What follows belongs to an exercise in optimizing a design on an open flow for a short achievable clock period; a production flow would make more cautious choices.
In this exercise RTL edits were held to simulation tests only and were not proved equivalent to the original.
Power is estimated from default activity; no workload was simulated.

== juniper ==
## aipTop
module aipTop (
  input  logic                      clk,
  input  logic                      rst,
  input  logic                      en_i,
  input  logic [32-1:0] dataInAIP_i,
  output logic [32-1:0] dataOutAIP_o,
  input  logic [4:0]                configAIP_i,
  input  logic                      readAIP_i,
  input  logic                      writeAIP_i,
  input  logic                      startAIP_i,
  output logic                      intAIP_o,
  input  logic [16-1:0]  rdAddrMemIn0_i,
  input  logic [16-1:0]  rdAddrMemIn1_i,
  output logic [32-1:0] rdDataMemIn0_o,
  output logic [32-1:0] rdDataMemIn1_o,
  input  logic                      wrEnMemOut_i,
  input  logic [16-1:0]  wrAddrMemOut_i,
  input  logic [32-1:0] wrDataMemOut_i,
  output logic [32-1:0] rdDataConfigReg_o,
  input  logic                      statusBusy_i,
  input  logic                      coreDone_i,
  output logic                      startIPcore_o
);
Size: about 8200 cells after synthesis, ~4200 flip-flops, ~160000 um2 of cells after synthesis.
==> flow/config.mk <==
export PLATFORM = sky130hd
export DESIGN_NAME = aipTop
export DESIGN_NICKNAME = aipTop
export VERILOG_FILES = /design/flow/design.v
export SDC_FILE = /design/flow/constraint.sdc
export NUM_CORES = 4
export LEC_CHECK = 0
export CAP_MARGIN = 20
export CORE_MARGIN = 2
export CORE_UTILIZATION = 40
export SETUP_SLACK_MARGIN = 2.5
export SLEW_MARGIN = 20
export SYNTH_HIERARCHICAL = 1
export SYNTH_MINIMUM_KEEP_SIZE = 0
==> flow/constraint.sdc <==
create_clock -name core_clock -period 5.1 [get_ports {clk}]
set_input_delay 1.0200 -clock core_clock [delete_from_list [all_inputs] [get_ports {clk}]]
set_output_delay 1.0200 -clock core_clock [all_outputs]
set_load 0.01 [all_outputs]
run.sh (not shown) runs the stock make flow with config.mk's settings and CLKGATE_MAP_FILE= SYNTH_SCRIPT=/design/flow/synth_recipe.tcl, a recipe that flattens the netlist after the stock synthesis.
Looking at the reports, juniper completed the entire flow and the layout it produced met the timing, DRC and antenna checks.
#### Input delta (lagoon over juniper)
--- a/flow/design.v
+++ b/flow/design.v
@@ -142,56 +142,20 @@
   for (genvar i = 0; i < 8; i++) begin : gU
     aipNand4 uU (.a(t[4*i]), .b(t[4*i+1]), .c(t[4*i+2]), .d(t[4*i+3]), .y(u[i]));
   end
   for (genvar i = 0; i < 4; i++) begin : gV
     aipNor2 uV (.a(u[2*i]), .b(u[2*i+1]), .y(v[i]));
   end
   aipNand4 uY (.a(v[0]), .b(v[1]), .c(v[2]), .d(v[3]), .y(y));
 endmodule
 `default_nettype wire
 `default_nettype none
-module aipPre32 (
-  input  logic [4:0] a,
-  output logic [3:0] pn,
-  output logic [7:0] qn
-);
-  logic [4:0] an;
-  for (genvar b = 0; b < 5; b++) begin : gInv
-    aipInv uInv (.a(a[b]), .y(an[b]));
-  end
-  for (genvar k = 0; k < 4; k++) begin : gP
-    aipNand2 uP (
-      .a((k % 2) ? a[0] : an[0]),
-      .b(((k / 2) % 2) ? a[1] : an[1]),
-      .y(pn[k])
-    );
-  end
-  for (genvar m = 0; m < 8; m++) begin : gQ
-    aipNand3 uQ (
-      .a((m % 2) ? a[2] : an[2]),
-      .b(((m / 2) % 2) ? a[3] : an[3]),
-      .c(((m / 4) % 2) ? a[4] : an[4]),
-      .y(qn[m])
-    );
-  end
-endmodule
-module aipSel32 (
-  input  logic [3:0]  pn,
-  input  logic [7:0]  qn,
-  output logic [31:0] sel
-);
-  for (genvar i = 0; i < 32; i++) begin : gSel
-    aipNor2 uSel (.a(pn[i % 4]), .b(qn[i / 4]), .y(sel[i]));
-  end
-endmodule
-`default_nettype wire
-`default_nettype none
 module aipTop (
   input  logic                      clk,
   input  logic                      rst,
   input  logic                      en_i,
   input  logic [32-1:0] dataInAIP_i,
   output logic [32-1:0] dataOutAIP_o,
   input  logic [4:0]                configAIP_i,
   input  logic                      readAIP_i,
   input  logic                      writeAIP_i,
   input  logic                      startAIP_i,
@@ -269,33 +233,27 @@
       end
     end
   end
   for (genvar i = 0; i < OutWords; i++) begin : gOut
     always_ff @(posedge clk) begin
       if (wrEnMemOut_i && wrAddrMemOut_i[6-1:0] == i) begin
         memOut[i*32 +: 32] <= wrDataMemOut_i;
       end
     end
   end
-  localparam int RdGroup  = 4;
+  localparam int RdGroup  = 2;
   localparam int RdGroups = 32 / RdGroup;
-  logic [3:0] preP0;
-  logic [7:0] preQ0;
-  logic [3:0] preP1;
-  logic [7:0] preQ1;
-  aipPre32 uPre0 (.a(rdAddrMemIn0_i[5-1:0]), .pn(preP0), .qn(preQ0));
-  aipPre32 uPre1 (.a(rdAddrMemIn1_i[5-1:0]), .pn(preP1), .qn(preQ1));
   for (genvar g = 0; g < RdGroups; g++) begin : gRdGrp
     logic [InWords-1:0] selIn0;
     logic [InWords-1:0] selIn1;
-    aipSel32 uSel0 (.pn(preP0), .qn(preQ0), .sel(selIn0));
-    aipSel32 uSel1 (.pn(preP1), .qn(preQ1), .sel(selIn1));
+    aipDec32 uDec0 (.a(rdAddrMemIn0_i[5-1:0]), .sel(selIn0));
+    aipDec32 uDec1 (.a(rdAddrMemIn1_i[5-1:0]), .sel(selIn1));
     for (genvar b = g*RdGroup; b < (g+1)*RdGroup; b++) begin : gRd
       logic [InWords-1:0] col0;
       logic [InWords-1:0] col1;
       for (genvar i = 0; i < InWords; i++) begin : gCol
         assign col0[i] = memIn0[i*32 + b];
         assign col1[i] = memIn1[i*32 + b];
       end
       aipOr32 uRd0 (.sel(selIn0), .d(col0), .y(rdDataMemIn0_o[b]));
       aipOr32 uRd1 (.sel(selIn1), .d(col1), .y(rdDataMemIn1_o[b]));
     end
Results
- STATUS setup slack on the worst flop-to-flop path: lagoon loses against juniper
- Against juniper, final worst setup slack in lagoon came out worse.
- lagoon vs juniper, met1 global-route usage went down by 0.20 points.
- Wire length of the first global-routing pass on lagoon is behind juniper.
- Core util | lagoon vs juniper | lagoon higher
- Summary: with juniper as the reference, total number of placement rows in lagoon moved up slightly.
- Of juniper and lagoon, the lower detailed-routing wirelength on met1 belongs to juniper.
- Changes observed in lagoon relative to juniper: worst hold margin went down by 0.14 ns; clock network power share higher; overall power after layout shows an increase of about 2.4%; switching power up about 4.6%; number of nets in the synthesized netlist went up by 1022.
- Re net total in the final layout: lagoon is 1107 up on juniper.
- For number of cells produced by synthesis, dividing the value from lagoon by the value from juniper gives 1.12.

========
aipTop, a different RTL version from the one above (not shown whole).
Size in the first run: ~8000 cells after synthesis, ~4200 flip-flops, roughly 0.16 mm^2 of cells after synthesis.
// aipTop
module aipTop (
  input  logic                      clk,
  input  logic                      rst,
  input  logic                      en_i,
  input  logic [32-1:0] dataInAIP_i,
  output logic [32-1:0] dataOutAIP_o,
  input  logic [4:0]                configAIP_i,
  input  logic                      readAIP_i,
  input  logic                      writeAIP_i,
  input  logic                      startAIP_i,
  output logic                      intAIP_o,
  input  logic [16-1:0]  rdAddrMemIn0_i,
  input  logic [16-1:0]  rdAddrMemIn1_i,
  output logic [32-1:0] rdDataMemIn0_o,
  output logic [32-1:0] rdDataMemIn1_o,
  input  logic                      wrEnMemOut_i,
  input  logic [16-1:0]  wrAddrMemOut_i,
  input  logic [32-1:0] wrDataMemOut_i,
  output logic [32-1:0] rdDataConfigReg_o,
  input  logic                      statusBusy_i,
  input  logic                      coreDone_i,
  output logic                      startIPcore_o
);
  localparam int InWords  = 2**5;
  localparam int OutWords = 2**6;
  typedef logic [32-1:0] wordT;
  assign startIPcore_o = startAIP_i;    
  logic wrMemIn0, wrMemIn1, wrConf, setPtr0, setPtr1, setPtrOut, setConfPtr;
  logic rdMemOut, setStatus;
  assign wrMemIn0   = writeAIP_i && (configAIP_i == 5'd0);
  assign setPtr0    = writeAIP_i && (configAIP_i == 5'd1);
  assign wrMemIn1   = writeAIP_i && (configAIP_i == 5'd2);
  assign setPtr1    = writeAIP_i && (configAIP_i == 5'd3);
  assign rdMemOut   = readAIP_i  && (configAIP_i == 5'd4);
  assign setPtrOut  = writeAIP_i && (configAIP_i == 5'd5);
  assign wrConf     = writeAIP_i && (configAIP_i == 5'd6);
  assign setConfPtr = writeAIP_i && (configAIP_i == 5'd7);
  assign setStatus  = writeAIP_i && (configAIP_i == 5'd30);
  logic [5-1:0]  memIn0Ptr;
  logic [5-1:0]  memIn1Ptr;
  logic [6-1:0] memOutPtr;
  logic                             confPtr;
  always_ff @(posedge clk or negedge rst) begin
    if (!rst) begin
      memIn0Ptr <= '0;
      memIn1Ptr <= '0;
      memOutPtr <= '0;
      confPtr   <= 1'b0;
    end else if (en_i) begin
      if (setPtr0) begin
        memIn0Ptr <= dataInAIP_i[5-1:0];
      end else if (wrMemIn0) begin
        memIn0Ptr <= memIn0Ptr + 1'b1;
      end
      if (setPtr1) begin
        memIn1Ptr <= dataInAIP_i[5-1:0];
      end else if (wrMemIn1) begin
        memIn1Ptr <= memIn1Ptr + 1'b1;
      end
      if (setPtrOut) begin
  ...
clock: 5.1 ns
lec_check: 0
cap_margin: 20
core_margin: 2
core_utilization: 40
setup_slack_margin: 2.5
slew_margin: 20
synth_hierarchical: 1
synth_minimum_keep_size: 0
Then changed:
--- a/flow/design.v
+++ b/flow/design.v
@@ -144,52 +144,16 @@
   end
   for (genvar i = 0; i < 4; i++) begin : gV
     aipNor2 uV (.a(u[2*i]), .b(u[2*i+1]), .y(v[i]));
   end
   aipNand4 uY (.a(v[0]), .b(v[1]), .c(v[2]), .d(v[3]), .y(y));
 endmodule
 `default_nettype wire
 `default_nettype none
-module aipPre32 (
-  input  logic [4:0] a,
-  output logic [3:0] pn,
-  output logic [7:0] qn
-);
-  logic [4:0] an;
-  for (genvar b = 0; b < 5; b++) begin : gInv
-    aipInv uInv (.a(a[b]), .y(an[b]));
-  end
-  for (genvar k = 0; k < 4; k++) begin : gP
-    aipNand2 uP (
-      .a((k % 2) ? a[0] : an[0]),
-      .b(((k / 2) % 2) ? a[1] : an[1]),
-      .y(pn[k])
-    );
-  end
-  for (genvar m = 0; m < 8; m++) begin : gQ
-    aipNand3 uQ (
-      .a((m % 2) ? a[2] : an[2]),
-      .b(((m / 2) % 2) ? a[3] : an[3]),
-      .c(((m / 4) % 2) ? a[4] : an[4]),
-      .y(qn[m])
-    );
-  end
-endmodule
-module aipSel32 (
-  input  logic [3:0]  pn,
-  input  logic [7:0]  qn,
-  output logic [31:0] sel
-);
-  for (genvar i = 0; i < 32; i++) begin : gSel
-    aipNor2 uSel (.a(pn[i % 4]), .b(qn[i / 4]), .y(sel[i]));
-  end
-endmodule
-`default_nettype wire
-`default_nettype none
 module aipTop (
   input  logic                      clk,
   input  logic                      rst,
   input  logic                      en_i,
   input  logic [32-1:0] dataInAIP_i,
   output logic [32-1:0] dataOutAIP_o,
   input  logic [4:0]                configAIP_i,
   input  logic                      readAIP_i,
@@ -271,29 +235,23 @@
   end
   for (genvar i = 0; i < OutWords; i++) begin : gOut
     always_ff @(posedge clk) begin
       if (wrEnMemOut_i && wrAddrMemOut_i[6-1:0] == i) begin
         memOut[i*32 +: 32] <= wrDataMemOut_i;
       end
     end
   end
-  localparam int RdGroup  = 8;
+  localparam int RdGroup  = 1;
   localparam int RdGroups = 32 / RdGroup;
-  logic [3:0] preP0;
-  logic [7:0] preQ0;
-  logic [3:0] preP1;
-  logic [7:0] preQ1;
-  aipPre32 uPre0 (.a(rdAddrMemIn0_i[5-1:0]), .pn(preP0), .qn(preQ0));
-  aipPre32 uPre1 (.a(rdAddrMemIn1_i[5-1:0]), .pn(preP1), .qn(preQ1));
   for (genvar g = 0; g < RdGroups; g++) begin : gRdGrp
     logic [InWords-1:0] selIn0;
     logic [InWords-1:0] selIn1;
-    aipSel32 uSel0 (.pn(preP0), .qn(preQ0), .sel(selIn0));
-    aipSel32 uSel1 (.pn(preP1), .qn(preQ1), .sel(selIn1));
+    aipDec32 uDec0 (.a(rdAddrMemIn0_i[5-1:0]), .sel(selIn0));
+    aipDec32 uDec1 (.a(rdAddrMemIn1_i[5-1:0]), .sel(selIn1));
     for (genvar b = g*RdGroup; b < (g+1)*RdGroup; b++) begin : gRd
       logic [InWords-1:0] col0;
       logic [InWords-1:0] col1;
       for (genvar i = 0; i < InWords; i++) begin : gCol
         assign col0[i] = memIn0[i*32 + b];
         assign col1[i] = memIn1[i*32 + b];
       end
       aipOr32 uRd0 (.sel(selIn0), .d(col0), .y(rdDataMemIn0_o[b]));
Result:
- The new run finished clean
- final area climbs by 12%
- total power increases by 3.2%
- core utilization goes up by 2.3 points
- setup slack loses 0.026 ns
- combinational power increases by about 20%
- worst hold slack improves by 0.13 ns
- routed wire length goes up by 30%
- area after synthesis goes up by about 7%
- via count came out higher by 28%
- first-iteration DRC count climbs by 49%

========
aipTop, a different RTL version from the one above (not shown whole).
For scale: about 7800 cells after synthesis, ~4200 flip-flops, ~160000 µm² of cells after synthesis.
export LEC_CHECK = 0
export CAP_MARGIN = 20
export CORE_MARGIN = 2
export CORE_UTILIZATION = 40
export SETUP_SLACK_MARGIN = 2.5
export SLEW_MARGIN = 20
export SYNTH_HIERARCHICAL = 1
export SYNTH_MINIMUM_KEEP_SIZE = 0
create_clock -name core_clock -period 5.1 [get_ports {clk}]
Next try:
--- a/flow/design.v
+++ b/flow/design.v
@@ -233,33 +233,37 @@
       end
     end
   end
   for (genvar i = 0; i < OutWords; i++) begin : gOut
     always_ff @(posedge clk) begin
       if (wrEnMemOut_i && wrAddrMemOut_i[6-1:0] == i) begin
         memOut[i*32 +: 32] <= wrDataMemOut_i;
       end
     end
   end
-  logic [InWords-1:0] selIn0;
-  logic [InWords-1:0] selIn1;
-  aipDec32 uDec0 (.a(rdAddrMemIn0_i[5-1:0]), .sel(selIn0));
-  aipDec32 uDec1 (.a(rdAddrMemIn1_i[5-1:0]), .sel(selIn1));
-  for (genvar b = 0; b < 32; b++) begin : gRd
-    logic [InWords-1:0] col0;
-    logic [InWords-1:0] col1;
-    for (genvar i = 0; i < InWords; i++) begin : gCol
-      assign col0[i] = memIn0[i*32 + b];
-      assign col1[i] = memIn1[i*32 + b];
+  localparam int RdGroup  = 8;
+  localparam int RdGroups = 32 / RdGroup;
+  for (genvar g = 0; g < RdGroups; g++) begin : gRdGrp
+    logic [InWords-1:0] selIn0;
+    logic [InWords-1:0] selIn1;
+    aipDec32 uDec0 (.a(rdAddrMemIn0_i[5-1:0]), .sel(selIn0));
+    aipDec32 uDec1 (.a(rdAddrMemIn1_i[5-1:0]), .sel(selIn1));
+    for (genvar b = g*RdGroup; b < (g+1)*RdGroup; b++) begin : gRd
+      logic [InWords-1:0] col0;
+      logic [InWords-1:0] col1;
+      for (genvar i = 0; i < InWords; i++) begin : gCol
+        assign col0[i] = memIn0[i*32 + b];
+        assign col1[i] = memIn1[i*32 + b];
+      end
+      aipOr32 uRd0 (.sel(selIn0), .d(col0), .y(rdDataMemIn0_o[b]));
+      aipOr32 uRd1 (.sel(selIn1), .d(col1), .y(rdDataMemIn1_o[b]));
     end
-    aipOr32 uRd0 (.sel(selIn0), .d(col0), .y(rdDataMemIn0_o[b]));
-    aipOr32 uRd1 (.sel(selIn1), .d(col1), .y(rdDataMemIn1_o[b]));
   end
   logic [6-1:0] ptrNext;
   logic [6-1:0] wrAddrOut;
   logic [OutWords-1:0] selNext;
   wordT memRd;
   wordT memNext;
   wordT rdNext;
   wordT rdReg;
   logic rdOk;
   assign wrAddrOut = wrAddrMemOut_i[6-1:0];
=> Combinational power falls slightly; sequential share of layout area fell by 0.10 points; cell count increases slightly; hold slack gains 0.061 ns; routed wire length drops slightly; power shrinks slightly; final area hardly moves; setup slack improves by 0.043 ns; synthesized cell count increases by a few percent; sequential power stays flat; non-clock buffer count shrinks by 70.

========
Setup of job 8083:
Another version of the RTL of aipTop (not shown whole).
Size: ~4200 flip-flops, roughly 260 I/O pins, roughly 0.16 mm2 of cells after synthesis.
make LEC_CHECK=0 CAP_MARGIN=20 CORE_MARGIN=2 CORE_UTILIZATION=40 SETUP_SLACK_MARGIN=2.5 SLEW_MARGIN=20 SYNTH_HIERARCHICAL=1 SYNTH_MINIMUM_KEEP_SIZE=0 finish   # period 5.1 ns
Setup changes, job 8083 to job 8563
diff --git a/flow/design.v b/flow/design.v
--- a/flow/design.v
+++ b/flow/design.v
@@ -144,16 +144,52 @@
   end
   for (genvar i = 0; i < 4; i++) begin : gV
     aipNor2 uV (.a(u[2*i]), .b(u[2*i+1]), .y(v[i]));
   end
   aipNand4 uY (.a(v[0]), .b(v[1]), .c(v[2]), .d(v[3]), .y(y));
 endmodule
 `default_nettype wire
 `default_nettype none
+module aipPre32 (
+  input  logic [4:0] a,
+  output logic [3:0] pn,
+  output logic [7:0] qn
+);
+  logic [4:0] an;
+  for (genvar b = 0; b < 5; b++) begin : gInv
+    aipInv uInv (.a(a[b]), .y(an[b]));
+  end
+  for (genvar k = 0; k < 4; k++) begin : gP
+    aipNand2 uP (
+      .a((k % 2) ? a[0] : an[0]),
+      .b(((k / 2) % 2) ? a[1] : an[1]),
+      .y(pn[k])
+    );
+  end
+  for (genvar m = 0; m < 8; m++) begin : gQ
+    aipNand3 uQ (
+      .a((m % 2) ? a[2] : an[2]),
+      .b(((m / 2) % 2) ? a[3] : an[3]),
+      .c(((m / 4) % 2) ? a[4] : an[4]),
+      .y(qn[m])
+    );
+  end
+endmodule
+module aipSel32 (
+  input  logic [3:0]  pn,
+  input  logic [7:0]  qn,
+  output logic [31:0] sel
+);
+  for (genvar i = 0; i < 32; i++) begin : gSel
+    aipNor2 uSel (.a(pn[i % 4]), .b(qn[i / 4]), .y(sel[i]));
+  end
+endmodule
+`default_nettype wire
+`default_nettype none
 module aipTop (
   input  logic                      clk,
   input  logic                      rst,
   input  logic                      en_i,
   input  logic [32-1:0] dataInAIP_i,
   output logic [32-1:0] dataOutAIP_o,
   input  logic [4:0]                configAIP_i,
   input  logic                      readAIP_i,
@@ -235,23 +271,29 @@
   end
   for (genvar i = 0; i < OutWords; i++) begin : gOut
     always_ff @(posedge clk) begin
       if (wrEnMemOut_i && wrAddrMemOut_i[6-1:0] == i) begin
         memOut[i*32 +: 32] <= wrDataMemOut_i;
       end
     end
   end
-  localparam int RdGroup  = 4;
+  localparam int RdGroup  = 2;
   localparam int RdGroups = 32 / RdGroup;
+  logic [3:0] preP0;
+  logic [7:0] preQ0;
+  logic [3:0] preP1;
+  logic [7:0] preQ1;
+  aipPre32 uPre0 (.a(rdAddrMemIn0_i[5-1:0]), .pn(preP0), .qn(preQ0));
+  aipPre32 uPre1 (.a(rdAddrMemIn1_i[5-1:0]), .pn(preP1), .qn(preQ1));
   for (genvar g = 0; g < RdGroups; g++) begin : gRdGrp
     logic [InWords-1:0] selIn0;
     logic [InWords-1:0] selIn1;
-    aipDec32 uDec0 (.a(rdAddrMemIn0_i[5-1:0]), .sel(selIn0));
-    aipDec32 uDec1 (.a(rdAddrMemIn1_i[5-1:0]), .sel(selIn1));
+    aipSel32 uSel0 (.pn(preP0), .qn(preQ0), .sel(selIn0));
+    aipSel32 uSel1 (.pn(preP1), .qn(preQ1), .sel(selIn1));
     for (genvar b = g*RdGroup; b < (g+1)*RdGroup; b++) begin : gRd
       logic [InWords-1:0] col0;
       logic [InWords-1:0] col1;
       for (genvar i = 0; i < InWords; i++) begin : gCol
         assign col0[i] = memIn0[i*32 + b];
         assign col1[i] = memIn1[i*32 + b];
       end
       aipOr32 uRd0 (.sel(selIn0), .d(col0), .y(rdDataMemIn0_o[b]));
--- outcome ---
- When job 8563 is measured against job 8083, its via count turns out 2065 higher.
- Comparing ratio of cells with drive above 1 in the final layout for job 8083 and job 8563, the smaller number came from job 8563.
- Job 8563 vs. job 8083: switching share of total power fell by 0.16 points; core occupancy in the finished layout fell by 0.98 points.
- Job 8083 -> job 8563: routed length on met1 increased by a few percent

static timing again, ports no longer ideal:
Ports are ideal in the flow. The routed layouts listed here were re-timed in OpenROAD.
Step 1, drivers: a clkbuf_16 drives clk and a buf_2 each remaining input, both assumed.
Step 2, shift: input delay + t, output delay - t, t = (earliest + latest rising clock arrival at the registers) / 2. This alone moves slack from input paths to output paths.
a / b / c = no drivers / after step 1 / after step 2; a / b = the first two.
run | t, ns | setup WS [ns] | worst setup path after step 2 | worst register clock-pin slew, ns | pins driven straight from the clock port
juniper | 1.070 | 1.340 / 1.194 / 0.319 | input to register | 0.07 / 0.07 | 1
lagoon | 1.104 | 1.275 / 0.991 / 0.227 | input to register | 0.07 / 0.07 | 1
the first run of note 2 | 1.085 | 1.262 / 1.191 / 0.306 | input to register | 0.07 / 0.07 | 1
the second run of note 2 | 1.095 | 1.236 / 0.855 / 0.248 | input to register | 0.07 / 0.07 | 1
the first run of note 3 | 1.052 | 0.998 / 0.949 / 0.204 | input to register | 0.07 / 0.07 | 1
the second run of note 3 | 1.077 | 1.042 / 0.978 / 0.246 | input to register | 0.07 / 0.07 | 1
job 8083 | 1.092 | 1.110 / 1.042 / 0.175 | input to register | 0.07 / 0.07 | 1
job 8563 | 1.058 | 1.179 / 1.130 / 0.269 | input to register | 0.07 / 0.07 | 1
After both steps setup and hold are still met in every run listed. The setup slack of lagoon, which loses most, moves by -0.284 ns with the drivers and by -1.048 ns with both steps.
